Background: an optimization exercise with open tools, aiming at small area, a short achievable clock period and few clock cycles. Do not read the settings as production practice. In this exercise RTL edits were held to simulation tests only and were not proved equivalent to the original. Power is estimated from default activity; no workload was simulated.

==> flow/design.v (outline; a module is shown in full before it is edited, if it fits) <==
// module mm_system: 4444 lines
module mm_system #(
  parameter int max_dim = 10
) (
  input  logic          arm_clk,
  input  logic          rst,
  input  logic          start,
  input  mm_pkg::dim_t  dim_m,
  input  mm_pkg::dim_t  dim_n,
  input  mm_pkg::dim_t  dim_p,
  input  logic          fm_valid,
  input  mm_pkg::word_t fm_word,
  input  logic          wm_valid,
  input  mm_pkg::word_t wm_word,
  output logic          res_valid,
  output mm_pkg::acc_t  res_data,
  output logic          done
);
  // ...
==> flow/run.sh <==
#!/bin/bash
# synth_recipe.tcl (not shown) runs the flow's synth.tcl, then flattens the netlist and writes it again
# the make line also repeats each setting of config.mk as NAME=value (left out here)
make -C /OpenROAD-flow-scripts/flow DESIGN_CONFIG=/design/flow/config.mk WORK_HOME=/design/flow/orfs CLKGATE_MAP_FILE= SYNTH_SCRIPT=/design/flow/synth_recipe.tcl finish
==> flow/config.mk <==
export PLATFORM = sky130hd
export DESIGN_NAME = mm_system
export DESIGN_NICKNAME = mm_system
export VERILOG_FILES = /design/flow/design.v
export SDC_FILE = /design/flow/constraint.sdc
export NUM_CORES = 4
export LEC_CHECK = 0
export CAP_MARGIN = 20
export CORE_MARGIN = 2
export CORE_UTILIZATION = 40
export SLEW_MARGIN = 20
==> flow/constraint.sdc <==
create_clock -name core_clock -period 10.0 [get_ports {arm_clk}]
set_input_delay 2.0000 -clock core_clock [delete_from_list [all_inputs] [get_ports {arm_clk}]]
set_output_delay 2.0000 -clock core_clock [all_outputs]
set_load 0.01 [all_outputs]
==> run notes, run 1 <==
- Clk cell area share: 6.82%
- RSZ-0062 raised after global routing: false
- Worst Hold Path Cells: 0
- Grt total ovfl: 0
- Worst-Margin Slew: 1.08 ns
- Outcome: finished clean
- Worst hold slack: 0.350 ns
- Top post-synthesis cells by count: edfxtp_1, fa_1, inv_1, dfxtp_1, nand2_1
- Cell mode on critical path: buf_12
- WL met3: 15100 um
- DRT antenna net count: 0
- Multi-input gates: 2544
- Finished Layout Cells: 8605
- Die span in x: 470 um
- Setup_tns: 0 ns
- Final worst-path cycle share: 44.8%
- CTS root buf: clkbuf_16
- CTS tree: built
- Slowest stage cell, crit path: and2_4
- XOR/XNOR share of the synthesized area: 0.303%
- Max-slew headroom: 27.7%
- Max Used Layer: met5
- Combinational share of power: 7.0%
- Most common cell after layout, fill and taps aside: edfxtp_1
- Post_cts resized: 0
- Top-count cell post-synth: edfxtp_1
- R2R Path End: rk0_1659
- CTS clk-pin slew, worst paths: 0.06 ns
- Vias in the first global route: 47076
- Grt met1 use: 29.4%
- R2r worst-path depth: 9
- Final Util: 45.5%
- Crit path from: fm_valid
- Port bufs: 114
- Die Y: 470 um
- Fraction of the yosys area taken by sequential cells: 67.3%
- Share of cells above drive strength 1: 6.42%
- Crit path cell chain: clkdlybuf4s50_1 > and2_4 > buf_12 > buf_12
- Clock Sinks: 2094
- Final Critical Period: 4.48 ns
- Longest Clk Path Bufs: 3
- Largest family of logic cells by synthesized area: adder cells
- Worst reg2reg setup slack: 6.05 ns
- Fin area: 0.0977 mm^2
Testbench counts, summed over its fixed seeds: cycles 6,206.
==> run 2, diff against run 1 <==
==> flow/flow/run.sh (new file) <==
#!/bin/bash
set -euo pipefail
bash standard.sh SETUP_SLACK_MARGIN=6.5 finish > standard.log 2>&1
==> flow/standard.sh (new file) <==
#!/bin/bash
# synth_recipe.tcl (not shown) runs the flow's synth.tcl, then flattens the netlist and writes it again
# the make line also repeats each setting of config.mk as NAME=value (left out here)
make -C /OpenROAD-flow-scripts/flow DESIGN_CONFIG=/design/flow/config.mk WORK_HOME=/design/flow/orfs CLKGATE_MAP_FILE= SYNTH_SCRIPT=/design/flow/synth_recipe.tcl "${@:-finish}"
removed: flow/run.sh
==> run 2 against run 1 <==
Effect of this change: sequential power hardly changed; flip-flop and latch count stayed put; worst setup slack better by 0.97 ns; sequential share of layout area is 0.052 points lower; clock-buffer cell count is 25 lower; combinational power is 7% higher; register-to-register slack better by 0.44 ns; core utilization is 0.13 points higher; wire length is 0.49% lower; first-iteration DRC count is 2.2% higher; critical path type is now reg2reg; critical endpoint is now rk0_1672.
==> run notes, run 2 <==
- H-tree depth: 4
- Synth Flop Type: edfxtp_1
- CTS Buf Count: 198
- Crit path from: opw0[7]
- Die ar.: 0.221 mm^2
- Post-synthesis adder-cell area fraction: 14.8%
- Largest net degree at the start of global routing: 172
- Critical Path End: rk0_1672
- Port bufs: 114 (unchanged)
- Reg area: 0.0586 mm^2
- Initial antenna violation count: 26
- Clock Sinks: 2094 (unchanged)
- Worst setup path class: reg2reg
- Worst R2R Start: opw0[7]
- VDD IR max: 220 uV
- Synthesized instance count: 5440
- CTS clk-pin slew, worst paths: 0.06 ns (about the same)
- Crit start category: flop
- # fillers: 18443
- Nets: 6381
- I/O pin count: 151
- Power per cell area: 218 mW/mm^2
- Total wire length: 214000 um
- WP data required: 10.72 ns
- Maxcap violations: 0
- Synth unique cells: 51
- Pre-CTS setup slack: 4.66 ns
- Ys async rst share: 0.478%
- Worst Skew: 0.0446 ns
- Worst path arrival time: 4.23 ns
- Core area: 0.215 mm^2
- Initial DRT Pass Iterations: 6
- Initial Utilization: 40.3%
- Ys Warns: 3
- R2r worst-path depth: 8 (-1)
- Post-Syn Area: 0.0868 mm^2
- Longest Clk Path Bufs: 3 (unchanged)
- CP max FO: 6
- XOR/XNOR share of the synthesized area: 0.303% (unchanged)
- Post-synth EDFFs: 1638
- Commonest cells after routing, fill and taps aside: edfxtp_1, fa_1, inv_1
- Syn_nets: 6218
- DRT antenna net count: 0 (unchanged)
- Gp weighted congestion: 0.937
- Drt wl/cell: 24.8 um
- Vias in the first global route: 47458 (+0.81%)
- Largest regs: fst (800), wst (800), res_q (20)
- Global-route wire length before repair: 315000 um
- Max-slew headroom: 27.3% (-0.39 points)
- Leakage: 0.0343 uW
- CTS tree: built
- Top-area cell type share of the netlist area: 56.7%
- Fraction of the yosys area taken by sequential cells: 67.3% (unchanged)
- Fmax: 285 MHz
- Grt total ovfl: 0 (unchanged)
- Post-synthesis simple-gate area fraction: 5.10%
- Initial drt markers: 4757
- Hold Buf Count CTS: 0
- GRT Util Overall: 19.2%
- Fin worst setup slack: 6.49 ns
- Multiplexer area fraction after synthesis: 0.140%
- R2R Path End: rk0_1672
- Seq cells post-synth: 2094
- RSZ-0062 raised after global routing: true
- Worst reg2reg setup slack: 6.49 ns (+0.44 ns)
- Final Critical Period: 3.51 ns (-0.970 ns)
- Final number of setup-violating endpoints: 0
- Vias: 46281
- Via-to-Cell Ratio: 5.37
- Top-count cell post-synth: edfxtp_1
- Synth Area in Compound Gates: 8.90%
- Area grow syn2layout: 13.0%
- Clock latency (worst-skew pair): 0.85 ns
- HP Class: reg2reg
- CP endpoint kind: flop
- Die span in x: 470 um (unchanged)
- Area contributors post-synth: edfxtp_1, fa_1, dfxtp_1, a22oi_1, inv_1
- DP HPWL: 147000 um
- Largest family of logic cells by synthesized area: adder cells
- Worst Hold Path Cells: 0 (unchanged)
- Setup_tns: 0 ns (unchanged)
- Top post-synthesis cells by count: edfxtp_1, fa_1, inv_1, dfxtp_1, nand2_1
- DRC viols: 0
- CTS root buf: clkbuf_16
- Outcome: finished clean
- Rows: 170
- Synthesized area per cell: 15.9 um^2
- Slew Viols, Final: 0
- Area occupied by multi-input gates: 0.0254 mm^2
- Final Hold Fails: 0
- Share of cells above drive strength 1: 8.64% (+2.2 points)
- Leading area contributor after synthesis: edfxtp_1
- Final worst-path cycle share: 35.1% (-9.7 points)
- Worst-Margin Slew: 1.09 ns (+0.00586 ns)
- Most common cell after layout, fill and taps aside: edfxtp_1
- Die Y: 470 um (unchanged)
[run 2: changes by cell type in the layout (fill, tap and decap cells not counted), moves of 16 or more]
cell	delta
buf_2	+22
buf_6	+16
dfxtp_2	+43
clkdlybuf4s50_1	-35
dfxtp_4	+18
clkbuf_1	-17
dfxtp_1	-61
[run 2: critical path: stages, from the launching register on]
cell and delay (ns):
dfxtp_4 0.36, buf_4 0.16, and2_1 0.18, fa_1 0.55
fa_2 0.51, fa_1 0.55, inv_1 0.05, fa_2 0.60
fa_1 0.41
[run 2: worst min path at each step]
stage / start / endpoint
6_report: l2 / l3
5_1_grt: l3 / done
4_1_cts: l2 / l3
3_5_place_dp: l3 / done
3_3_place_gp: v3 / res_valid
2_1_floorplan: l3 / done
[run 2: timing repair]
item / in CTS / in global routing
resized for setup: 213 / 36
gates cloned: 8 / 1
buffers inserted: 6 / 12
pin swaps: 10 / 6
setup endpoints to repair: 908 / 311
[run 2: per-stage QoR]
step | area (um^2) | hold slack (ns) | util, % | instances | total power, uW
6_report | 98000 | 0.337 | 45.6 | 8618 | 21300
5_1_grt | 98000 | 0.357 | 45.6 | 8615 | 22000
4_1_cts | 97800 | 0.342 | 45.5 | 8601 | 21500
3_5_place_dp | 91000 | 0.336 | 42.3 | 8214 | 13900
3_3_place_gp | 91000 | 0.340 | 42.3 | 8214 | 13800
2_1_floorplan | 86800 | 0.331 | - | 5440 | 12700
[run 2: logic make-up (layout without fill, tap and decap cells)]
group / Yosys count / after routing
compound gates: 971 / 971
xor+xnor: 30 / 30
fa+ha+maj: 661 / 661
buf+inv: 802 / 1132
flops: 2094 / 2094
mux: 12 / 12
other cells: 0 / 4
simple gates: 870 / 876
[run 2: layout make-up]
cell class / instances / share of cell area (%)
diodes: 4 / 0.0102
clock buffers: 276 / 5.67
clock inverters: 97 / 1.06
inverters: 587 / 2.25
multi-input cells: 2550 / 25.9
flip-flops and latches: 2094 / 59.7
well taps: 2838 / 3.62
repair buffers: 172 / 1.73
[run 2: layer usage]
layer / routed length (um) / GRT usage [%] / up-vias
li1: - / - / 20192
met1: 97600 / 28.4 / 23899
met2: 95000 / 28.8 / 1840
met3: 15800 / 3.77 / 348
met4: 5500 / 5.38 / 2
met5: 13 / 0 / -
[run 2: report_power, final]
part / internal, uW / switching [uW]
Sequential: 11100 / 1110
Combinational: 369 / 1210
Clock: 4300 / 3240
Total: 15800 / 5560

-- separate check: timing with driven ports --
Ports are ideal in the flow. The routed layouts listed here were re-timed in OpenROAD.
Step 1 (the two cells are an assumption about what drives the block):
set clk [get_ports {arm_clk}]
set_driving_cell -lib_cell sky130_fd_sc_hd__clkbuf_16 $clk
set_driving_cell -lib_cell sky130_fd_sc_hd__buf_2 [delete_from_list [all_inputs] $clk]
Step 2 times the ports against the registers' clock, not the clock port: input delays grow and output delays shrink by t, the midpoint of the rising clock arrivals with the driver on.
a / b / c = no drivers / after step 1 / after step 2; a / b = the first two.
run | t (ns) | slack for setup (ns) | worst data-port slew with drivers (ns) | cell pins on the clock port's net
run 1 | 0.913 | 5.520 / 5.562 / 4.649 | 0.13 | 1
run 2 | 0.911 | 6.489 / 6.424 / 5.649 | 0.13 | 1
After both steps setup and hold are still met in every run listed. For run 1, which loses most, drivers alone change the setup slack by +0.042 ns; drivers and shift together by -0.871 ns.
